Context: an optimization exercise on an open-source flow, tuned for a short achievable clock period and few clock cycles. The choices shown serve that exercise and are no tape-out recipe.
In this exercise RTL edits were held to simulation tests only and were not proved equivalent to the original.
No activity file was given, so power comes from the tool's default toggle rates.

## npu
module npu (
    input  logic                           i_clk,
    input  logic                           i_rst_n,
    input  logic                           i_inst_wr_en,
    input  logic [npu_pkg::INST_ADDRW-1:0] i_inst_wr_addr,
    input  logic [npu_pkg::IW-1:0]         i_inst_wr_din,
    input  logic                           i_in_wr_en,
    output logic                           o_in_wr_rdy,
    input  logic [npu_pkg::VW-1:0]         i_in_wr_din,
    input  logic                           i_start,
    input  logic [npu_pkg::INST_ADDRW-1:0] i_pc_start_offset,
    output logic                           o_out_valid,
    output logic [npu_pkg::VW-1:0]         o_out_data,
    output logic                           o_done
);
Size in the first run: roughly 27000 cells after synthesis, roughly 3200 flip-flops, about 240000 µm² of cells after synthesis.
export LEC_CHECK = 0
export ABC_CLOCK_PERIOD_IN_PS = 1000
export CAP_MARGIN = 20
export CELL_PAD_IN_SITES_DETAIL_PLACEMENT = 2
export CELL_PAD_IN_SITES_GLOBAL_PLACEMENT = 2
export CORE_MARGIN = 2
export CORE_UTILIZATION = 20
export PLACE_DENSITY = 0.45
export SETUP_SLACK_MARGIN = 4.8
export SLEW_MARGIN = 20
export TNS_END_PERCENT = 100
create_clock -name core_clock -period 8.0 [get_ports {i_clk}]
standard.sh (not shown) runs the stock make flow with config.mk's settings and CLKGATE_MAP_FILE= SYNTH_SCRIPT=/design/flow/synth_recipe.tcl, a recipe that flattens the netlist after the stock synthesis.
==> flow/flow/run.sh <==
#!/bin/bash
# The standard layout (standard.sh) with repair_timing's gate cloning turned
# off: clones it made after global routing were left driving more load than
# the library allows. Each step's full log is in orfs/logs/; make's own output
# is in make.log in this folder.
set -euo pipefail
export SKIP_GATE_CLONING=1
bash standard.sh finish > make.log 2>&1
The first run completed, yet does not pass: antenna violations.
Testbench counts at the start, summed over its fixed seeds: cycles 4,025.
Next try:
- CAP_MARGIN: 20 -> 40
- CORE_UTILIZATION: 20 -> 25
- PLACE_DENSITY: 0.45 -> 0.4
- SLEW_MARGIN: 20 -> 40
This time the run ran to the end with no violations.
Routed wire length goes up by a few percent.
Fmax went down by a few percent.
Hold slack gets better by 0.20 ns.
Count of clock-buffer cells in the layout rises by 24.
Synthesized area stays the same.
Setup slack is worse by 0.17 ns.
Die area goes down by about a fifth.
Power rose by a few percent.
Global-route usage grows by 11 points.
Register-to-register slack gains 0.07 ns.

* * *

Starting RTL as in the previous note.
==> flow/design.v (excerpt) <==
module npu (
    input  logic                           i_clk,
    input  logic                           i_rst_n,
    input  logic                           i_inst_wr_en,
    input  logic [npu_pkg::INST_ADDRW-1:0] i_inst_wr_addr,
    input  logic [npu_pkg::IW-1:0]         i_inst_wr_din,
    input  logic                           i_in_wr_en,
    output logic                           o_in_wr_rdy,
    input  logic [npu_pkg::VW-1:0]         i_in_wr_din,
    input  logic                           i_start,
    input  logic [npu_pkg::INST_ADDRW-1:0] i_pc_start_offset,
    output logic                           o_out_valid,
    output logic [npu_pkg::VW-1:0]         o_out_data,
    output logic                           o_done
);
    localparam int VW = npu_pkg::VW;
    localparam int IW = npu_pkg::IW;
    localparam int AW = npu_pkg::INST_ADDRW;
    localparam int RW = npu_pkg::VRFAW;
    localparam int OL = npu_pkg::I_OP_LSB;
    localparam int RP = npu_pkg::I_REPORT;
    localparam int DL = npu_pkg::I_DST_LSB;
    localparam int S0 = npu_pkg::I_S0_LSB;
    localparam int S1 = npu_pkg::I_S1_LSB;
    function automatic logic uses_s0(input logic [2:0] op);
        uses_s0 = (op == npu_pkg::OP_ADD) || (op == npu_pkg::OP_SUB) ||
                  (op == npu_pkg::OP_MUL) || (op == npu_pkg::OP_RELU);
    endfunction
    function automatic logic uses_s1(input logic [2:0] op);
  ...
==> flow/config.mk <==
export PLATFORM = sky130hd
export DESIGN_NAME = npu
export DESIGN_NICKNAME = npu
export VERILOG_FILES = /design/flow/design.v
export SDC_FILE = /design/flow/constraint.sdc
export NUM_CORES = 4
export LEC_CHECK = 0
export ABC_CLOCK_PERIOD_IN_PS = 1000
export CAP_MARGIN = 20
export CORE_MARGIN = 2
export CORE_UTILIZATION = 25
export MIN_ROUTING_LAYER = met2
export PLACE_DENSITY = 0.4
export SETUP_SLACK_MARGIN = 4.8
export SLEW_MARGIN = 20
export TNS_END_PERCENT = 100
==> flow/constraint.sdc <==
create_clock -name core_clock -period 8.0 [get_ports {i_clk}]
set_input_delay 1.6000 -clock core_clock [delete_from_list [all_inputs] [get_ports {i_clk}]]
set_output_delay 1.6000 -clock core_clock [all_outputs]
set_load 0.01 [all_outputs]
Scripts as last shown in full above: flow/flow/run.sh
The first run never finished: it broke off in global routing (5_1_grt) on GRT-0116.
Testbench counts at the start, summed over its fixed seeds: cycles 4,025.
Edit:
Settings changed: CELL_PAD_IN_SITES_DETAIL_PLACEMENT set to 3, CELL_PAD_IN_SITES_GLOBAL_PLACEMENT set to 3, CORE_UTILIZATION 25 to 18, MIN_ROUTING_LAYER met2 to unset, PLACE_DENSITY 0.4 to 0.55.
=>
- With this change the flow produced a layout that fails on slew limit
- synthesized area does not change
- synthesized cell count is unchanged

what the ideal ports hide:
How much do the figures lean on ideal ports? The routed layouts below were timed once more, with nothing changed but the port constraints. Step 1 assumes that a clkbuf_16 drives the clock port and a buf_2 every other input. Step 2 times the ports against the registers' clock, not the clock port: input delays grow and output delays shrink by t, the midpoint of the rising clock arrivals with the driver on. Slacks: ideal / step 1 / step 2; pairs: ideal / step 1.
run	t, ns	slack for setup (ns)	slew at the worst register clock pin (ns)
the first run of note 1	1.349	4.043 / 4.113 / 2.817	0.08 / 0.08
the second run of note 1	1.319	3.872 / 3.572 / 2.253	0.07 / 0.07
the second run of note 2	1.333	4.034 / 4.085 / 2.763	0.08 / 0.08
The setup slack of the second run of note 1, which loses most, moves by -0.300 ns with the drivers and by -1.619 ns with both steps.
